From an optimization exercise on the open Yosys and OpenROAD flow, aimed at small area and a short achievable clock period; shortcuts taken in it are not production practice. Function was checked by simulation only, so behaviour that the tests miss may differ from the original.

==> flow/config.mk <==
export PLATFORM = sky130hd
export DESIGN_NAME = srpt_grant_top
export DESIGN_NICKNAME = srpt_grant_top
export VERILOG_FILES = /design/flow/design.v
export SDC_FILE = /design/flow/constraint.sdc
export NUM_CORES = 4
export LEC_CHECK = 0
export CAP_MARGIN = 50
export CORE_MARGIN = 2
export CORE_UTILIZATION = 30
export PLACE_DENSITY = 0.45
export SETUP_SLACK_MARGIN = 4.0
export SLEW_MARGIN = 70
==> flow/constraint.sdc <==
create_clock -name core_clock -period 9.0 [get_ports {ap_clk}]
set_input_delay 1.8000 -clock core_clock [delete_from_list [all_inputs] [get_ports {ap_clk}]]
set_output_delay 1.8000 -clock core_clock [all_outputs]
set_load 0.01 [all_outputs]
==> flow/design.v <==
`timescale 1ns/1ps
`default_nettype none
module srpt_swap_cell (
   input  wire logic [40:0] upper_i,
   input  wire logic [40:0] lower_i,
   output logic             below_o,
   output logic      [40:0] merged_o
);
   localparam logic [2:0] prio_update_block = 3'd1;
   localparam logic [2:0] prio_invalidate   = 3'd2;
   localparam logic [2:0] prio_unblock      = 3'd3;
   localparam logic [2:0] prio_empty        = 3'd4;
   localparam logic [2:0] prio_blocked      = 3'd5;
   localparam logic [2:0] prio_active       = 3'd6;
   logic same_peer_c;
   logic same_rpc_c;
   function automatic logic key_lt(input logic [12:0] a, input logic [12:0] b);
      logic [15:0] lt;
      logic [15:0] gt;
      lt = {3'b000, ~a & b};
      gt = {3'b000, a & ~b};
      for (int w = 8; w >= 1; w = w / 2) begin
         for (int i = 0; i < w; i++) begin
            lt[i] = lt[2*i+1] | (~gt[2*i+1] & lt[2*i]);
            gt[i] = gt[2*i+1] | (~lt[2*i+1] & gt[2*i]);
         end
      end
      key_lt = lt[0];
   endfunction
   assign below_o = key_lt({upper_i[2:0], ~upper_i[12:3]}, {lower_i[2:0], ~lower_i[12:3]});
   assign same_peer_c = (upper_i[40:27] == lower_i[40:27]);
   assign same_rpc_c  = same_peer_c && (upper_i[26:13] == lower_i[26:13]);
   always_comb begin
      merged_o = lower_i;
      if ((upper_i[2:0] == prio_update_block) && same_rpc_c) begin
         merged_o[12:3] = upper_i[12:3];
         merged_o[2:0]  = prio_blocked;
      end else if ((upper_i[2:0] == prio_update_block) && same_peer_c) begin
         merged_o[2:0] = prio_blocked;
      end else if ((upper_i[2:0] == prio_unblock) && same_peer_c) begin
         merged_o[2:0] = prio_active;
      end else if ((upper_i[2:0] == prio_invalidate) && same_rpc_c) begin
         merged_o[2:0] = prio_empty;
      end
   end
endmodule
module srpt_key_cmp #(
   parameter int unsigned width_p = 13
) (
   input  wire logic [width_p-1:0] a_i,
   input  wire logic [width_p-1:0] b_i,
   output logic                    lt_o,
   output logic                    gt_o
);
   logic [31:0] lt;
   logic [31:0] gt;
   always_comb begin
      lt = '0;
      gt = '0;
      lt[width_p-1:0] = ~a_i & b_i;
      gt[width_p-1:0] = a_i & ~b_i;
      for (int w = 16; w >= 1; w = w / 2) begin
         for (int i = 0; i < w; i++) begin
            lt[i] = lt[2*i+1] | (~gt[2*i+1] & lt[2*i]);
            gt[i] = gt[2*i+1] | (~lt[2*i+1] & gt[2*i]);
         end
      end
   end
   assign lt_o = lt[0];
   assign gt_o = gt[0];
endmodule
`default_nettype wire
`timescale 1ns/1ps
`default_nettype none
module srpt_queue (
   input  wire logic        ap_clk,
   input  wire logic        ap_rst,
   input  wire logic        push_i,
   input  wire logic [40:0] push_entry_i,
   input  wire logic        top_below_i,
   output logic      [40:0] q0_o,
   output logic      [2:0]  head_prio_o
);
   localparam logic [40:0] empty_entry = {38'd0, 3'd4};
   logic [40:0] q [8];
   logic        t_below_unused;
   logic [40:0] t_merged;
   logic        t_rb;
   logic [40:0] t_upper;
   logic [40:0] e1;
   srpt_swap_cell u_top (.upper_i(push_entry_i), .lower_i(q[0]), .below_o(t_below_unused), .merged_o(t_merged));
   assign t_rb    = top_below_i;
   assign t_upper = t_rb ? t_merged : push_entry_i;
   assign e1      = t_rb ? push_entry_i : q[0];
   logic [40:0] au [1:3];
   logic [40:0] al [1:3];
   for (genvar k = 1; k <= 3; k++) begin : g_a
      logic        rb;
      logic [40:0] m;
      srpt_swap_cell u_a (.upper_i(q[2*k-1]), .lower_i(q[2*k]), .below_o(rb), .merged_o(m));
      assign au[k] = rb ? m : q[2*k-1];
      assign al[k] = rb ? q[2*k-1] : q[2*k];
   end
   logic [40:0] bu [4];
   logic [40:0] bl [4];
   logic        brb [4];
   logic [40:0] bm [4];
   assign bu[0] = e1;
   assign bl[0] = au[1];
   for (genvar k = 1; k <= 2; k++) begin : g_bin
      assign bu[k] = al[k];
      assign bl[k] = au[k+1];
   end
   assign bu[3] = al[3];
   assign bl[3] = q[7];
   for (genvar k = 0; k < 4; k++) begin : g_b
      srpt_swap_cell u_b (.upper_i(bu[k]), .lower_i(bl[k]), .below_o(brb[k]), .merged_o(bm[k]));
   end
   logic [40:0] n [8];
   assign n[0] = push_i ? t_upper : (brb[0] ? bm[0] : bu[0]);
   for (genvar k = 0; k < 4; k++) begin : g_odd
      assign n[2*k+1] = brb[k] ? (push_i ? bm[k] : bu[k]) : (push_i ? bu[k] : bl[k]);
   end
   for (genvar k = 0; k < 3; k++) begin : g_even
      assign n[2*k+2] = push_i ? (brb[k] ? bu[k] : bl[k])
                               : (brb[k+1] ? bm[k+1] : bu[k+1]);
   end
   always_ff @(posedge ap_clk) begin
      for (int i = 0; i < 8; i++) begin
         q[i] <= ap_rst ? empty_entry : n[i];
      end
   end
   assign q0_o        = q[0];
   assign head_prio_o = n[0][2:0];
endmodule
`default_nettype wire
`timescale 1ns/1ps
`default_nettype none
module grant_match (
   input  wire logic [79:0]      hdr_i,
   input  wire logic [3:0]       occupied_i,
   input  wire logic [4*28-1:0]  slot_ids_i,
   input  wire logic [4*3-1:0]   head_prios_i,
   output logic                  peer_hit_o,
   output logic      [1:0]       peer_slot_o,
   output logic                  rpc_hit_o,
   output logic      [1:0]       rpc_slot_o,
   output logic                  open_hit_o,
   output logic      [1:0]       open_slot_o
);
   localparam logic [2:0] prio_active = 3'd6;
   logic [3:0] peer_eq_c;
   logic [3:0] rpc_eq_c;
   logic [3:0] open_c;
   function automatic logic [1:0] first_set(input logic [3:0] vec);
      first_set = vec[0] ? 2'd0 : vec[1] ? 2'd1 : vec[2] ? 2'd2 : vec[3] ? 2'd3 : 2'd0;
   endfunction
   always_comb begin
      for (int s = 0; s < 4; s++) begin
         peer_eq_c[s] = occupied_i[s] && (slot_ids_i[s*28+14 +: 14] == hdr_i[79:66]);
         rpc_eq_c[s]  = peer_eq_c[s] && (slot_ids_i[s*28 +: 14] == hdr_i[65:52]);
         open_c[s]    = !occupied_i[s] && (head_prios_i[s*3 +: 3] == prio_active);
      end
   end
   assign peer_hit_o  = |peer_eq_c;
   assign peer_slot_o = first_set(peer_eq_c);
   assign rpc_hit_o   = |rpc_eq_c;
   assign rpc_slot_o  = first_set(rpc_eq_c);
   assign open_hit_o  = |open_c;
   assign open_slot_o = first_set(open_c);
endmodule
`default_nettype wire
`timescale 1ns/1ps
`default_nettype none
module grant_ctrl (
   input  wire logic                ap_clk,
   input  wire logic                ap_rst,
   input  wire logic                hdr_valid_i,
   input  wire logic [79:0]         hdr_i,
   output logic                     hdr_read_o,
   input  wire logic                grant_full_i,
   output logic                     grant_write_o,
   output logic      [40:0]         grant_o,
   input  wire logic [4*41-1:0]     q0s_i,
   input  wire logic [4*3-1:0]      head_prios_i,
   output logic                     push_o,
   output logic      [4*41-1:0]     push_entries_o,
   output logic      [3:0]          top_below_o
);
   localparam logic [2:0] prio_update       = 3'd0;
   localparam logic [2:0] prio_update_block = 3'd1;
   localparam logic [2:0] prio_invalidate   = 3'd2;
   localparam logic [2:0] prio_unblock      = 3'd3;
   localparam logic [2:0] prio_blocked      = 3'd5;
   localparam logic [2:0] prio_active       = 3'd6;
   logic [3:0]      occ_q;
   logic [27:0]     slot_id_q [4];
   logic [4*28-1:0] slot_ids_c;
   logic            pend_push_q;
   logic            pend_grant_q;
   logic            pend_hdr_q;
   logic [3:0]      pend_sel_q;
   logic [37:0]     hdr_data_q;
   logic [2:0]      hdr_prio_q [4];
   logic [2:0]      hdr_prio_c [4];
   logic        peer_hit;
   logic [1:0]  peer_slot;
   logic        rpc_hit;
   logic [1:0]  rpc_slot;
   logic        open_hit;
   logic [1:0]  open_slot;
   logic        need_c;
   logic        first_c;
   logic [9:0]  hdr_grantable_c;
   logic        hdr_first_c;
   logic        hdr_later_c;
   logic        grant_go_c;
   logic [37:0] launch_c;
   always_comb begin
      launch_c = '0;
      for (int s = 0; s < 4; s++) begin
         launch_c = launch_c | ({38{pend_sel_q[s]}} & q0s_i[s*41+3 +: 38]);
      end
   end
   always_comb begin
      for (int s = 0; s < 4; s++) begin
         slot_ids_c[s*28 +: 28] = pend_sel_q[s] ? q0s_i[s*41+13 +: 28] : slot_id_q[s];
      end
   end
   grant_match u_grant_match (
      .hdr_i        (hdr_i),
      .occupied_i   (occ_q),
      .slot_ids_i   (slot_ids_c),
      .head_prios_i (head_prios_i),
      .peer_hit_o   (peer_hit),
      .peer_slot_o  (peer_slot),
      .rpc_hit_o    (rpc_hit),
      .rpc_slot_o   (rpc_slot),
      .open_hit_o   (open_hit),
      .open_slot_o  (open_slot)
   );
   assign hdr_read_o = hdr_valid_i;
   assign need_c          = (hdr_i[51:42] > hdr_i[41:32]);
   assign first_c         = (hdr_i[31:0] == 32'd0);
   assign hdr_grantable_c = hdr_i[51:42] - hdr_i[41:32];
   assign hdr_first_c = hdr_valid_i && first_c && need_c;
   assign hdr_later_c = hdr_valid_i && !first_c && rpc_hit;
   assign grant_go_c  = !hdr_valid_i && !grant_full_i && open_hit;
   assign grant_o = {launch_c, prio_active};
   assign push_o = pend_push_q;
   always_comb begin
      for (int s = 0; s < 4; s++) begin
         push_entries_o[s*41+3 +: 38] = launch_c | ({38{pend_hdr_q}} & hdr_data_q);
         if (pend_grant_q) begin
            push_entries_o[s*41 +: 3] = pend_sel_q[s] ? prio_update : prio_update_block;
         end else begin
            push_entries_o[s*41 +: 3] = hdr_prio_q[s];
         end
      end
   end
   logic [3:0] hdr_below_c;
   logic [3:0] grant_below_c;
   logic       g_gt_c [4][4];
   for (genvar s = 0; s < 4; s++) begin : g_hdr_cmp
      logic lt_unused;
      srpt_key_cmp #(.width_p(13)) u_cmp (
         .a_i  ({hdr_prio_q[s], ~hdr_data_q[9:0]}),
         .b_i  ({q0s_i[s*41 +: 3], ~q0s_i[s*41+3 +: 10]}),
         .lt_o (hdr_below_c[s]),
         .gt_o (lt_unused)
      );
   end
   for (genvar a = 0; a < 4; a++) begin : g_pair_a
      assign g_gt_c[a][a] = 1'b0;
      for (genvar b = a + 1; b < 4; b++) begin : g_pair_b
         srpt_key_cmp #(.width_p(10)) u_cmp (
            .a_i  (q0s_i[a*41+3 +: 10]),
            .b_i  (q0s_i[b*41+3 +: 10]),
            .lt_o (g_gt_c[b][a]),
            .gt_o (g_gt_c[a][b])
         );
      end
   end
   always_comb begin
      for (int s = 0; s < 4; s++) begin
         grant_below_c[s] = pend_sel_q[s] && (q0s_i[s*41 +: 3] != prio_update);
         for (int o = 0; o < 4; o++) begin
            if (o != s) begin
               grant_below_c[s] = grant_below_c[s] || (pend_sel_q[o] &&
                  ((q0s_i[s*41 +: 3] > prio_update_block) ||
                   ((q0s_i[s*41 +: 3] == prio_update_block) && g_gt_c[o][s])));
            end
         end
         top_below_o[s] = pend_push_q && (pend_grant_q ? grant_below_c[s] : hdr_below_c[s]);
      end
   end
   always_comb begin
      for (int s = 0; s < 4; s++) begin
         if (first_c) begin
            hdr_prio_c[s] = (peer_hit && (peer_slot != s[1:0])) ? prio_blocked : prio_active;
         end else begin
            hdr_prio_c[s] = need_c ? prio_unblock : prio_invalidate;
         end
      end
   end
   always_ff @(posedge ap_clk) begin
      hdr_data_q  <= {hdr_i[79:52], hdr_grantable_c};
      for (int s = 0; s < 4; s++) begin
         hdr_prio_q[s] <= hdr_prio_c[s];
         slot_id_q[s] <= slot_ids_c[s*28 +: 28];
      end
      if (ap_rst) begin
         occ_q         <= '0;
         pend_push_q   <= 1'b0;
         pend_grant_q  <= 1'b0;
         pend_hdr_q    <= 1'b0;
         pend_sel_q    <= '0;
         grant_write_o <= 1'b0;
      end else begin
         pend_push_q   <= hdr_first_c || hdr_later_c || grant_go_c;
         pend_grant_q  <= grant_go_c;
         pend_hdr_q    <= hdr_valid_i;
         grant_write_o <= grant_go_c;
         for (int s = 0; s < 4; s++) begin
            pend_sel_q[s] <= grant_go_c && (open_slot == s[1:0]);
            if (grant_go_c && (open_slot == s[1:0])) begin
               occ_q[s] <= 1'b1;
            end
            if (hdr_later_c && (rpc_slot == s[1:0])) begin
               occ_q[s] <= 1'b0;
            end
         end
      end
   end
endmodule
`default_nettype wire
`timescale 1ns/1ps
`default_nettype none
module srpt_grant_top (
   input  wire logic        ap_clk,
   input  wire logic        ap_rst,
   input  wire logic        hdr_valid_i,
   input  wire logic [79:0] hdr_i,
   output logic             hdr_read_o,
   input  wire logic        grant_full_i,
   output logic             grant_write_o,
   output logic      [40:0] grant_o
);
   logic            push;
   logic [4*41-1:0] push_entries;
   logic [4*41-1:0] q0s;
   logic [4*3-1:0]  head_prios;
   logic [3:0]      top_below;
   grant_ctrl u_grant_ctrl (
      .ap_clk         (ap_clk),
      .ap_rst         (ap_rst),
      .hdr_valid_i    (hdr_valid_i),
      .hdr_i          (hdr_i),
      .hdr_read_o     (hdr_read_o),
      .grant_full_i   (grant_full_i),
      .grant_write_o  (grant_write_o),
      .grant_o        (grant_o),
      .q0s_i          (q0s),
      .head_prios_i   (head_prios),
      .push_o         (push),
      .push_entries_o (push_entries),
      .top_below_o    (top_below)
   );
   for (genvar s = 0; s < 4; s++) begin : g_queue
      srpt_queue u_srpt_queue (
         .ap_clk       (ap_clk),
         .ap_rst       (ap_rst),
         .push_i       (push),
         .push_entry_i (push_entries[s*41 +: 41]),
         .top_below_i  (top_below[s]),
         .q0_o         (q0s[s*41 +: 41]),
         .head_prio_o  (head_prios[s*3 +: 3])
      );
   end
endmodule
`default_nettype wire
==> flow/run.sh <==
#!/bin/bash
# synth_recipe.tcl (not shown) runs the flow's synth.tcl, then flattens the netlist and writes it again
# the make line also repeats each setting of config.mk as NAME=value (left out here)
make -C /OpenROAD-flow-scripts/flow DESIGN_CONFIG=/design/flow/config.mk WORK_HOME=/design/flow/orfs CLKGATE_MAP_FILE= SYNTH_SCRIPT=/design/flow/synth_recipe.tcl finish
==> summary.md <==
| Metric | Value |
|---|---|
| Core region area | `331000 um^2` |
| RSZ-0062 raised after global routing | `yes` |
| Final Max Slew Viols | `0` |
| # rows | `211` |
| Number of global-route vias before repair | `91800` |
| CP Data Arrival Time | `5.94 ns` |
| Worst Skew | `0.0950 ns` |
| Slew @ Worst Pin | `0.618 ns` |
| CP max FO | `6` |
| FF+latch count, synth | `1482` |
| Chip width | `580 um` |
| Post-synth ARST share | `0` |
| Placer Congestion | `1.03` |
| Initial Utilization | `0.301` |
| Critical Path RT | `9.76 ns` |
| Hold slack | `0.487 ns` |
| H-Tree Depth | `4` |
| Buffers on Ports | `123` |
| Setup TNS | `0 ns` |
| CP Capture Type | `flop` |
| Status | `complete, no violations` |
| Syn Area/Cell | `7.82 um^2` |
| R2R Path Start | `g_queue[2].u_srpt_queue.q[0][4]` |
| Count of unique library cells instantiated by Yosys | `126` |
| Fin crit period | `5.17 ns` |
| GRT Overall Usage | `0.238` |
| # Max-Cap Violations | `0` |
| Clk buf depth | `4` |
| Max frequency | `0.193 GHz` |
| CP Launch Type | `flop` |
| Top cells by area, synth | `dfxtp_1 (30%), mux2i_1 (7.5%), nor2_1 (4.9%), mux2_2 (4.8%), a21oi_1 (4.8%)` |
| Fin crit share | `0.575` |
| HP Class | `reg -> reg` |
| Final Setup Violations | `0` |
| Slew HR | `0.587` |
| Cells after Synth | `12700` |
| Fill cells | `33900` |
| Clock tree root driver cell | `clkbuf_16` |
| Initial DRC Count | `8208` |
| Synth-to-layout area growth | `29.2%` |
| CTS tree | `built` |
| Synth area leader | `dfxtp_1` |
| Die H | `580 um` |
| Global-route wire length before repair | `619000 um` |
| Hold wc startpoint | `g_queue[1].u_srpt_queue.q[7][4]` |
| Share of layout cells above drive strength 1 | `0.240` |
| Antenna Nets Post-Route | `0` |
| Worst-Skew Late Latency | `0.92 ns` |
| Hold Vio Cnt, Final | `0` |
| TritonCTS Sinks | `1482` |
| Number of synthesized flops with an enable pin | `0` |
| Seq/Total Area, Yosys | `0.298` |
| Syn. warnings | `28` |
| Drt drc | `0` |
| Total CTS buffers | `190` |
| DPL Wire Length | `299000 um` |
| DR vias/cell | `5.56` |
| DRT Pass-1 Iters | `7` |
| Routed via count | `98500` |
| CP Class | `reg -> reg` |
| Final net count | `13300` |
| Initial antenna violation count | `32` |
| Largest net degree at the start of global routing | `80` |
| Die Footprint | `337000 um^2` |
| Routed WL | `437000 um` |
| Share of Yosys cell area claimed by the top area cell type | `0.298` |
| WL per Instance | `24.6 um` |
| IO Pins | `127` |
| Clk pin slew, worst setup/hold paths | `0.07 ns` |
| Total global routing overflow | `0` |
| Mapped cell area | `99600 um^2` |
| Main flop type after synthesis | `dfxtp_1` |
| CP startpoint | `g_queue[2].u_srpt_queue.q[0][4]` |
[cell families (layout without fill, tap and decap cells)]
family                   count (synthesis)  count (layout)  synth area share
AND/OR/NAND/NOR                       4007            4021             0.186
AO/OA/AOI/OAI                         3628            3638             0.235
flip-flops                            1482            1482             0.298
buffers and inverters                 1308            1896            0.0546
multiplexers                          1190            1191             0.126
XOR/XNOR                               967             967            0.0850
adder cells (fa/ha/maj)                154             155            0.0162
other                                    2               8         0.0000754
[cell usage after synthesis (28+ instances only)]
| master | n |
|---|---|
| maj3_1 | 121 |
| mux2i_1 | 742 |
| o221ai_1 | 29 |
| a221oi_1 | 33 |
| a311oi_1 | 51 |
| nand3_1 | 215 |
| o31ai_1 | 38 |
| xnor2_1 | 536 |
| buf_2 | 205 |
| o21ai_1 | 57 |
| a211o_1 | 36 |
| buf_4 | 46 |
| o22ai_1 | 350 |
| a211oi_1 | 609 |
| a21o_1 | 91 |
| nand4_1 | 186 |
| o21ai_0 | 672 |
| nor2_1 | 1310 |
| or3_1 | 39 |
| a21oi_1 | 957 |
| nor3_1 | 223 |
| o211ai_1 | 163 |
| a31oi_1 | 80 |
| a22oi_1 | 60 |
| o21a_1 | 46 |
| and2_1 | 41 |
| nand2_1 | 1190 |
| clkbuf_1 | 524 |
| a22o_1 | 28 |
| nor2b_1 | 255 |
| buf_1 | 99 |
| mux2_2 | 426 |
| dfxtp_1 | 1482 |
| xor2_1 | 431 |
| nand2b_1 | 204 |
| and3_1 | 30 |
| inv_1 | 412 |
| nor4_1 | 135 |
| or2_2 | 59 |
[final cells by class]
type / instances / area [um^2] / share of cell area
Tap cell: 4366 / 5460 / 0.0425
Clock buffer: 272 / 5440 / 0.0422
Timing Repair Buffer: 1132 / 13000 / 0.101
Antenna cell: 5 / 12.5 / 0.0000972
Inverter: 421 / 1640 / 0.0127
Multi-Input combinational cell: 9975 / 72300 / 0.562
Clock inverter: 71 / 878 / 0.00683
Sequential cell: 1482 / 29900 / 0.233
[flip-flops by register name, summed over array words and instances (netlist names)]
name,flops
g_queue.u_srpt_queue.q,1312
u_grant_ctrl.slot_id_q,112
u_grant_ctrl.hdr_data_q,38
u_grant_ctrl.hdr_prio_q,9
u_grant_ctrl.occ_q,4
u_grant_ctrl.pend_sel_q,4
u_grant_ctrl.grant_write_o,1
u_grant_ctrl.pend_hdr_q,1
u_grant_ctrl.pend_push_q,1
[worst paths after layout]
path / endpoint / slack, ns / cells after the start
setup / recovery: u_grant_ctrl.pend_push_q / 3.83 / 23
hold / removal: g_queue[1].u_srpt_queue.q[7][4] / 0.49 / 2
setup reg to reg: u_grant_ctrl.pend_push_q / 3.83 / 23
hold reg to reg: g_queue[1].u_srpt_queue.q[7][4] / 0.49 / 2
[critical path: stages, from the launching register on]
cell and delay (ns):
dfxtp_4 0.38, nor2b_1 0.11, o221ai_1 0.13, a221oi_2 0.35, nor4b_2 0.09, buf_4 0.16, o31a_1 0.32, nor3_4 0.21
a21boi_4 0.28, nor2_4 0.06, buf_8 0.13, buf_4 0.12, buf_4 0.13, buf_4 0.15, o21a_1 0.27, maj3_2 0.37
o21ai_4 0.24, o31ai_4 0.12, buf_4 0.17, a2111oi_4 0.51, a2111oi_4 0.06, buf_4 0.18, a211o_4 0.36, a2bb2oi_2 0.13
[per-layer routing]
| metal | GRT usage | share of wire |
|---|---|---|
| met1 | 0.324 | 0.44 |
| met2 | 0.371 | 0.44 |
| met3 | 0.0461 | 0.074 |
| met4 | 0.0877 | 0.041 |
| met5 | 0.00255 | 0.00074 |
[what timing repair did]
action,in CTS,in global routing
cloned,51,63
endpoints found under the setup margin,1248,1159
buffers inserted,192,349
gates resized for setup,430,705
pin swaps,131,287
hold buffers,0,0
[per-stage QoR]
stage | setup slack (ns) | cells | area (um^2) | utilization
finish | 3.83 | 17700 | 129000 | 0.389
global placement | 2.07 | 16500 | 105000 | 0.316
CTS | 3.86 | 17300 | 120000 | 0.364
floorplan | 4.02 | 12700 | 99600 | -
global route | 3.73 | 17700 | 129000 | 0.389
detailed placement | 3.06 | 16700 | 109000 | 0.331
[cells in the final DEF, fill, tap and decap left out, types with 374 or more instances in the layout]
master | synthesis | routed
dfxtp_1 | 1482 | 1352
nor2_1 | 1310 | 1258
nand2_1 | 1190 | 1127
a21oi_1 | 957 | 818
buf_4 | 46 | 601
o21ai_0 | 672 | 597
a211oi_1 | 609 | 546
xnor2_1 | 536 | 521
xor2_1 | 431 | 424
mux2_2 | 426 | 402
inv_1 | 412 | 396
mux2i_1 | 742 | 374

[separate check: timing with driven ports]
The results above use ideal ports. As a check the final layout listed here was re-extracted and re-timed, cells and wires unchanged. Step 1, drivers: a clkbuf_16 drives ap_clk and a buf_2 each remaining input, both assumed. Step 2 adds t to the input delays and takes it off the output delays; t is the mean of the earliest and latest rising clock arrival at the registers after step 1. Input paths then give back, and output paths get back, about the clock's delay inside the block. Three values: ideal, step 1, step 2; two values: the first two.
shift t [ns]: 0.981
setup WS [ns]: 3.827 / 3.827 / 3.827
hold slack, ns: 0.487 / 0.487 / 0.487
After both steps setup and hold are still met in this run. The setup slack of this run moves by 0.000 ns with the drivers and by 0.000 ns with both steps.
